What follows belongs to an exercise in optimizing a design on an open flow for small area, a short achievable clock period and few clock cycles; a production flow would make more cautious choices. The RTL was checked by simulation tests, not by an equivalence proof against the original design. Power and IR drop assume default switching activity.

===== flow/run.sh =====
#!/bin/bash
# synth_recipe.tcl (not shown) runs the flow's synth.tcl, then flattens the netlist and writes it again
# the make line also repeats each setting of config.mk as NAME=value (left out here)
make -C /OpenROAD-flow-scripts/flow DESIGN_CONFIG=/design/flow/config.mk WORK_HOME=/design/flow/orfs CLKGATE_MAP_FILE= SYNTH_SCRIPT=/design/flow/synth_recipe.tcl finish

===== flow/config.mk =====
export PLATFORM = sky130hd
export DESIGN_NAME = jpeg_out_cx_buf
export DESIGN_NICKNAME = jpeg_out_cx_buf
export VERILOG_FILES = /design/flow/design.v
export SDC_FILE = /design/flow/constraint.sdc
export NUM_CORES = 4
export LEC_CHECK = 0
export CAP_MARGIN = 20
export CORE_MARGIN = 2
export CORE_UTILIZATION = 35
export PLACE_DENSITY = 0.42
export SLEW_MARGIN = 20
export SYNTH_MEMORY_MAX_BITS = 16384

===== flow/constraint.sdc =====
create_clock -name core_clock -period 5.5 [get_ports {clk_i}]
set_input_delay 1.1000 -clock core_clock [delete_from_list [all_inputs] [get_ports {clk_i}]]
set_output_delay 1.1000 -clock core_clock [all_outputs]
set_load 0.01 [all_outputs]

===== flow/design.v =====
package jpeg_out_pkg;
    localparam int DATA_W       = 32;
    localparam int SAMPLE_IDX_W = 6;
    localparam int SLOT_W       = 2;
    localparam int RAM_ADDR_W   = SLOT_W + SAMPLE_IDX_W;
    localparam int RAM_DEPTH = 1 << RAM_ADDR_W;
    localparam int CX_UPSAMPLE      = 4;
    localparam int CX_OUT_PER_BLOCK = CX_UPSAMPLE * (1 << SAMPLE_IDX_W);
    localparam int LEVEL_MAX = RAM_DEPTH * CX_UPSAMPLE;
    localparam int LEVEL_W   = $clog2(LEVEL_MAX) + 1;
    typedef struct packed {
        logic [SLOT_W-1:0]       slot;
        logic [SAMPLE_IDX_W-1:0] sample;
    } blk_addr_t;
endpackage
`timescale 1ns/1ps
import jpeg_out_pkg::*;
module jpeg_out_level
(
    input  logic               clk_i,
    input  logic               rst_i,
    input  logic               blk_done_i,
    input  logic               mode420_i,
    input  logic               flush_i,
    input  logic               accept_i,
    output logic [LEVEL_W-1:0] level_o
);
    logic [LEVEL_W-1:0] level_q;
    logic [LEVEL_W-1:0] push_inc;
    logic [LEVEL_W-1:0] level_next;
    always_comb
    begin
        push_inc = '0;
        if (blk_done_i)
            push_inc = mode420_i ? LEVEL_W'(CX_OUT_PER_BLOCK) : LEVEL_W'(1 << SAMPLE_IDX_W);
        level_next = level_q + push_inc - LEVEL_W'(accept_i);
    end
    always_ff @(posedge clk_i)
    begin
        if (rst_i || flush_i)
            level_q <= '0;
        else
            level_q <= level_next;
    end
    assign level_o = level_q;
endmodule
`timescale 1ns/1ps
import jpeg_out_pkg::*;
module jpeg_out_rd_addr
(
    input  logic       clk_i,
    input  logic       rst_i,
    input  logic       mode420_i,
    input  logic       flush_i,
    input  logic       fetch_i,
    output logic [RAM_ADDR_W-1:0] rd_addr_o
);
    logic [RAM_ADDR_W-1:0] lin_ptr_q;
    logic [RAM_ADDR_W-1:0] cx_idx_q;
    logic [SLOT_W-1:0]     slot_q;
    logic                  cx_wrap;
    logic [1:0]            cx_quad;
    logic [2:0]            cx_row;
    logic [2:0]            cx_col;
    logic [RAM_ADDR_W-1:0] lin_addr;
    jpeg_out_pkg::blk_addr_t             cx_addr;
    assign cx_wrap = (cx_idx_q == RAM_ADDR_W'(CX_OUT_PER_BLOCK - 1));
    always_ff @(posedge clk_i)
    begin
        if (rst_i || flush_i)
        begin
            lin_ptr_q <= '0;
            cx_idx_q  <= '0;
            slot_q    <= '0;
        end
        else if (fetch_i)
        begin
            lin_ptr_q <= lin_ptr_q + 1'b1;
            cx_idx_q  <= cx_idx_q + 1'b1;
            if (cx_wrap)
                slot_q <= slot_q + 1'b1;
        end
    end
    assign cx_quad = cx_idx_q[7:6];
    assign cx_row  = cx_idx_q[5:3];
    assign cx_col  = cx_idx_q[2:0];
    always_comb
    begin
        lin_addr = lin_ptr_q;
        cx_addr.slot   = slot_q;
        cx_addr.sample = {cx_quad[1], cx_row[2:1], cx_quad[0], cx_col[2:1]};
        rd_addr_o = mode420_i ? cx_addr : lin_addr;
    end
endmodule
`timescale 1ns/1ps
import jpeg_out_pkg::*;
module jpeg_out_ram
(
    input  logic              clk_i,
    input  logic              wr_i,
    input  logic [RAM_ADDR_W-1:0] wr_addr_i,
    input  logic [DATA_W-1:0] wr_data_i,
    input  logic              fetch_i,
    input  logic [RAM_ADDR_W-1:0] rd_addr_i,
    output logic [DATA_W-1:0] rd_data_o
);
    logic [DATA_W-1:0] mem [RAM_DEPTH];
    always_ff @(posedge clk_i)
    begin
        if (wr_i)
            mem[wr_addr_i] <= wr_data_i;
    end
    always_ff @(posedge clk_i)
    begin
        if (fetch_i)
            rd_data_o <= mem[rd_addr_i];
    end
endmodule
`timescale 1ns/1ps
import jpeg_out_pkg::*;
module jpeg_out_skid
(
    input  logic              clk_i,
    input  logic              rst_i,
    input  logic              flush_i,
    input  logic              yumi_i,
    output logic [DATA_W-1:0] data_out_o,
    output logic              v_o,
    input  logic [LEVEL_W-1:0] level_i,
    input  logic [DATA_W-1:0] rd_data_i,
    output logic              fetch_o,
    output logic              accept_o
);
    logic [LEVEL_W-1:0] outstanding_q;
    logic               inflight_q;
    logic               out_v_q;
    logic [DATA_W-1:0]  out_data_q;
    logic               skid_v_q;
    logic [DATA_W-1:0]  skid_data_q;
    logic [1:0]         held;
    logic               out_load;
    logic               skid_load;
    assign accept_o = out_v_q && yumi_i;
    assign held = 2'(inflight_q) + 2'(out_v_q) + 2'(skid_v_q);
    assign fetch_o = (outstanding_q < level_i) && ((held < 2'd2) || accept_o);
    always_ff @(posedge clk_i)
    begin
        if (rst_i || flush_i)
        begin
            outstanding_q <= '0;
            inflight_q    <= 1'b0;
        end
        else
        begin
            outstanding_q <= outstanding_q + LEVEL_W'(fetch_o) - LEVEL_W'(accept_o);
            inflight_q    <= fetch_o;
        end
    end
    assign out_load  = !out_v_q || accept_o;
    assign skid_load = inflight_q && !out_load;
    always_ff @(posedge clk_i)
    begin
        if (rst_i || flush_i)
        begin
            out_v_q  <= 1'b0;
            skid_v_q <= 1'b0;
        end
        else if (out_load)
        begin
            out_v_q  <= skid_v_q || inflight_q;
            skid_v_q <= skid_v_q && inflight_q;
        end
        else if (skid_load)
            skid_v_q <= 1'b1;
    end
    always_ff @(posedge clk_i)
    begin
        if (out_load)
        begin
            if (skid_v_q)
            begin
                out_data_q  <= skid_data_q;
                skid_data_q <= rd_data_i;
            end
            else
                out_data_q <= rd_data_i;
        end
        else if (skid_load)
            skid_data_q <= rd_data_i;
    end
    assign v_o        = out_v_q;
    assign data_out_o = out_data_q;
endmodule
`timescale 1ns/1ps
import jpeg_out_pkg::*;
module jpeg_out_cx_buf
(
    input  logic                    clk_i,
    input  logic                    rst_i,
    input  logic [SAMPLE_IDX_W-1:0] wr_idx_i,
    input  logic [DATA_W-1:0]       data_in_i,
    input  logic                    push_i,
    input  logic                    mode420_i,
    input  logic                    yumi_i,
    input  logic                    flush_i,
    output logic [DATA_W-1:0]       data_out_o,
    output logic                    v_o,
    output logic [LEVEL_W-1:0]      level_o
);
    logic                  fetch;
    logic                  accept;
    logic [RAM_ADDR_W-1:0] rd_addr;
    logic [DATA_W-1:0]     rd_data;
    logic [LEVEL_W-1:0]    level;
    logic [RAM_ADDR_W-1:0] wr_ptr_q;
    jpeg_out_pkg::blk_addr_t             wr_addr;
    logic                  blk_done;
    always_ff @(posedge clk_i)
    begin
        if (rst_i || flush_i)
            wr_ptr_q <= '0;
        else if (push_i)
            wr_ptr_q <= wr_ptr_q + 1'b1;
    end
    always_comb
    begin
        wr_addr.slot   = wr_ptr_q[RAM_ADDR_W-1 -: SLOT_W];
        wr_addr.sample = wr_idx_i;
    end
    assign blk_done = push_i && (wr_ptr_q[SAMPLE_IDX_W-1:0] == '1);
    jpeg_out_level i_level (
        .clk_i      (clk_i),
        .rst_i      (rst_i),
        .blk_done_i (blk_done),
        .mode420_i  (mode420_i),
        .flush_i    (flush_i),
        .accept_i   (accept),
        .level_o    (level)
    );
    jpeg_out_rd_addr i_rd_addr (
        .clk_i     (clk_i),
        .rst_i     (rst_i),
        .mode420_i (mode420_i),
        .flush_i   (flush_i),
        .fetch_i   (fetch),
        .rd_addr_o (rd_addr)
    );
    jpeg_out_ram i_ram (
        .clk_i     (clk_i),
        .wr_i      (push_i),
        .wr_addr_i (wr_addr),
        .wr_data_i (data_in_i),
        .fetch_i   (fetch),
        .rd_addr_i (rd_addr),
        .rd_data_o (rd_data)
    );
    jpeg_out_skid i_skid (
        .clk_i      (clk_i),
        .rst_i      (rst_i),
        .flush_i    (flush_i),
        .yumi_i     (yumi_i),
        .data_out_o (data_out_o),
        .v_o        (v_o),
        .level_i    (level),
        .rd_data_i  (rd_data),
        .fetch_o    (fetch),
        .accept_o   (accept)
    );
    assign level_o = level;
endmodule

==> impl_metrics.csv <==
group,metric,value,unit
synthesis,synth_area_leaders,"edfxtp_1 (78%), mux4_2 (10%), nand2_1 (1.7%)",
final_layout,drive_above_1_share,24.43,%
routing,via_per_inst,5.586,
worst_setup_path,rr_worst_depth,11,
synthesis,ys_top_cells_by_count,"edfxtp_1 (8,288), mux4_2 (1,456), nand2_1 (1,441), a22oi_1 (558), nand3_1 (509)",
clocking,postCtsSetupRepairBufs,0,
timing,min_period,5.173,ns
placement,portBuffers,87,
hold_path,worstHoldStart,"data_in_i[22]",
synthesis,seq_area_frac_synth,78.75,%
worst_setup_path,end_kind,"register",
final_layout,final_util,41.28,%
synthesis,synth-edff-count,8288,
timing,report.final.slew_viol_count,0,
routing,initialDrtViolationCount,20715,
timing,relSlewSlack,18.32,%
clocking,clock_path_buffers,5,
clocking,cts.repair.resized,0,
placement,hpwlAfterDp,658700,um
worst_setup_path,required,6.37,ns
clocking,tritoncts,"yes",
run,maxCapViolations,0,
placement,place_area,344700,um^2
timing,setup_viol,0,
clocking,numCtsBuffers,929,
routing,wire_per_inst,36.77,um
worst_setup_path,start_kind,"register",
global_route,grt_max_degree,137,
outcome,status,"no timing/DRC/antenna violations",
floorplanning,num_rows,349,
global_route,first_global_vias,164125,
hold_path,hold_end,"i_ram.mem[100][22]$_DFFE_PP_",
clocking,clkTransAtPathRegs,0.06,ns
pwr,vdd_drop_max,0.2686,mV
final_layout,final_area,373000,um^2
floorplanning,dieArea,914400,um^2
clocking,worstSkewPairLatency,1.17,ns
worst_setup_path,r2r_setup_slack,0.33,ns
clocking,cts_root_buf,"clkbuf_16",
clocking,cts_htree_levels,6,
synthesis,yosysUniqueCellTypes,72,
synthesis,yosysTopAreaCell,"edfxtp_1",
timing,final-hold-violation-count,0,
synthesis,synth_top_area_share,78.42,%
timing,period_share,94.05,%
timing,rsz0062_at_grt,"false",
pwr,power_density,385.1,nW/um^2
routing,via_count,166166,
hold_path,min_path_type,"primary input to register",
synthesis,synth.avg_cell_area,20.19,um^2
synthesis,yosys_register_bits,8339,
timing,fin_setup_tns,0,ns
timing,fin_ws,0.3271,ns
global_route,gr-total-overflow,0,
synthesis,ys_warn_count,5,
synthesis,synth_area,317400,um^2
global_route,antenna_found_initial,110,
floorplanning,die_w,956.2,um
global_route,track_usage,23.49,%
floorplanning,ios,88,
worst_setup_path,worstSetupPathType,"register to register",
hold_path,min_path_cells,1,
worst_setup_path,reg2reg_to,"i_ram.rd_data_o[13]$_DFFE_PP_",
clocking,postCtsHoldBufs,0,
routing,drc_errors,0,
synthesis,syn-num-nets,15804,
floorplanning,core,903500,um^2
routing,routed_wl,1094000,um
final_layout,num-fill-cells,79739,
synthesis,syn_inst,15721,
timing,clock_skew,0.1100,ns
worst_setup_path,crit_arrival,6.05,ns
routing,dr.pass1.iters,8,
placement,gp_congestion,0.7999,
routing,drtAntennaViolNets,0,
pwr,p_leak,113.0,nW
global_route,grt_pass1_wl,1478000,um
synthesis,ys_async_sr_fraction,0,%
final_layout,finalNetCount,17117,
worst_setup_path,critPathMaxFanout,21,
final_layout,syn_to_final_growth,17.52,%
timing,fmax,193.3,MHz
synthesis,ys.flop_type,"edfxtp_1",
timing,tightest_slew,1.225,ns
synthesis,yosysMostFrequentCell,"edfxtp_1",
clocking,clkSinkCount,8339,
floorplanning,start_util,35.13,%
floorplanning,fp.dieH,956.2,um
placement,dp_slack,-0.4876,ns
worst_setup_path,r2r_start,"i_rd_addr.cx_idx_q[1]$_SDFFE_PP0P_",
==> power by group <==
part	internal, W	switching, W
clock network	0.0338	0.0253
registers	0.0704	0.000434
logic	0.00565	0.00805
total	0.110	0.0338
==> logic make-up after synthesis <==
| logic type | synth area share [%] |
|---|---|
| compound gates | 3.686 |
| buf+inv | 1.524 |
| fa+ha+maj | 0.1585 |
| flops | 78.75 |
| xor+xnor | 0.06348 |
| mux | 12.07 |
| simple gates | 3.756 |
==> cell type report <==
class	instances	area, um^2	share of cell area, %
multi-input cells	6411	65370	17.53
flip-flops and latches	8339	249900	67.01
well taps	11934	14930	4.004
repair buffers	1313	14330	3.841
clock buffers	1140	24270	6.508
diodes	69	172.7	0.04630
inverters	40	150.1	0.04026
clock inverters	500	3829	1.027
==> critical path, stage by stage, from the launching register on <==
cell and delay, ns:
dfxtp_1 0.68, mux2_8 0.65, buf_12 0.27, buf_12 0.20, buf_4 0.20, mux4_2 0.51, a22o_1 0.24, a211oi_1 0.87
a21oi_1 0.49, nand3_1 0.41, buf_4 0.23, nor3_1 0.07
==> metrics by stage <==
| step | hold slack (ns) | instances | power [W] |
|---|---|---|---|
| 3_5_place_dp | 0.4347 | 28036 | 0.08615 |
| 5_1_grt | 0.2728 | 29711 | 0.1480 |
| 4_1_cts | 0.2335 | 29676 | 0.1452 |
| 3_3_place_gp | 0.4401 | 28030 | 0.08613 |
| 6_report | 0.3261 | 29746 | 0.1436 |
| 2_1_floorplan | 0.4222 | 15721 | 0.07993 |
==> layer usage <==
| layer | GRT usage [%] | wire [um] | vias to the layer above |
|---|---|---|---|
| li1 | - | - | 67828 |
| met1 | 33.98 | 482500 | 91528 |
| met2 | 37.94 | 520300 | 5623 |
| met3 | 3.346 | 64850 | 1183 |
| met4 | 5.339 | 26190 | 4 |
| met5 | 0 | 27 | - |
==> worst max-delay path by stage <==
| stage | cells after the start | start | to |
|---|---|---|---|
| 2_1_floorplan | 2 | yumi_i | i_skid.skid_data_q[0]$_DFFE_PP_ |
| 3_3_place_gp | 12 | mode420_i | i_ram.rd_data_o[3]$_DFFE_PP_ |
| 3_5_place_dp | 12 | mode420_i | i_ram.rd_data_o[13]$_DFFE_PP_ |
| 4_1_cts | 11 | i_rd_addr.cx_idx_q[1]$_SDFFE_PP0P_ | i_ram.rd_data_o[13]$_DFFE_PP_ |
| 5_1_grt | 17 | i_level.level_q[1]$_SDFF_PP0_ | i_skid.outstanding_q[10]$_SDFF_PP0_ |
| 6_report | 11 | i_rd_addr.cx_idx_q[1]$_SDFFE_PP0P_ | i_ram.rd_data_o[13]$_DFFE_PP_ |
==> sequential cells by signal (all words and copies together) (netlist names) <==
signal	cells
i_rd_addr.lin_ptr_q	8
i_skid.out_v_q	1
i_skid.out_data_q	32
i_skid.skid_data_q	32
i_rd_addr.slot_q	2
i_skid.outstanding_q	11
wr_ptr_q	8
i_skid.inflight_q	1
i_ram.mem	8192
i_rd_addr.cx_idx_q	8
i_skid.skid_v_q	1
i_ram.rd_data_o	32
i_level.level_q	11
==> cells in the final DEF (no fill, tap or decap), types with 22 or more instances in the layout <==
cell type / n
a2111oi_0: 60
a2111oi_2: 22
a211oi_1: 75
a21oi_1: 418
a22o_1: 88
a22oi_1: 555
a32oi_1: 127
buf_12: 326
buf_4: 894
buf_8: 34
bufinv_16: 60
clkbuf_1: 200
clkbuf_16: 940
clkdlybuf4s50_1: 53
clkinv_1: 253
clkinv_2: 163
dfxtp_1: 50
diode_2: 69
edfxtp_1: 8288
ha_1: 37
inv_1: 39
mux2_2: 38
mux2i_1: 502
mux4_2: 1456
nand2_1: 1432
nand3_1: 494
nand4_1: 254
nor2_1: 44
nor2_4: 259
nor3_1: 39
nor4_1: 63
o21ai_0: 23
o221ai_1: 110
o22ai_1: 63
Testbench counts, summed over its fixed seeds: cycles 26,720.

[port drivers added, routing unchanged]
How much do the figures lean on ideal ports? The routed layout below was timed once more, with nothing changed but the port constraints. Step 1 sets driving cells, clkbuf_16 on the clock port and buf_2 on the other inputs (assumed; they add their load-dependent delay and slew). Step 2 adds t to the input delays and takes it off the output delays; t is the mean of the earliest and latest rising clock arrival at the registers after step 1. Input paths then give back, and output paths get back, about the clock's delay inside the block. Slacks: ideal / step 1 / step 2; pairs: ideal / step 1.
t (ns): 1.260
setup slack, ns: 0.327 / 0.327 / -0.827
worst setup path at the end: input to register
slew at the worst register clock pin (ns): 0.07 / 0.07
Met with ideal ports but missed after step 2: setup timing in this run. For this run, drivers alone change the setup slack by 0.000 ns; drivers and shift together by -1.154 ns.
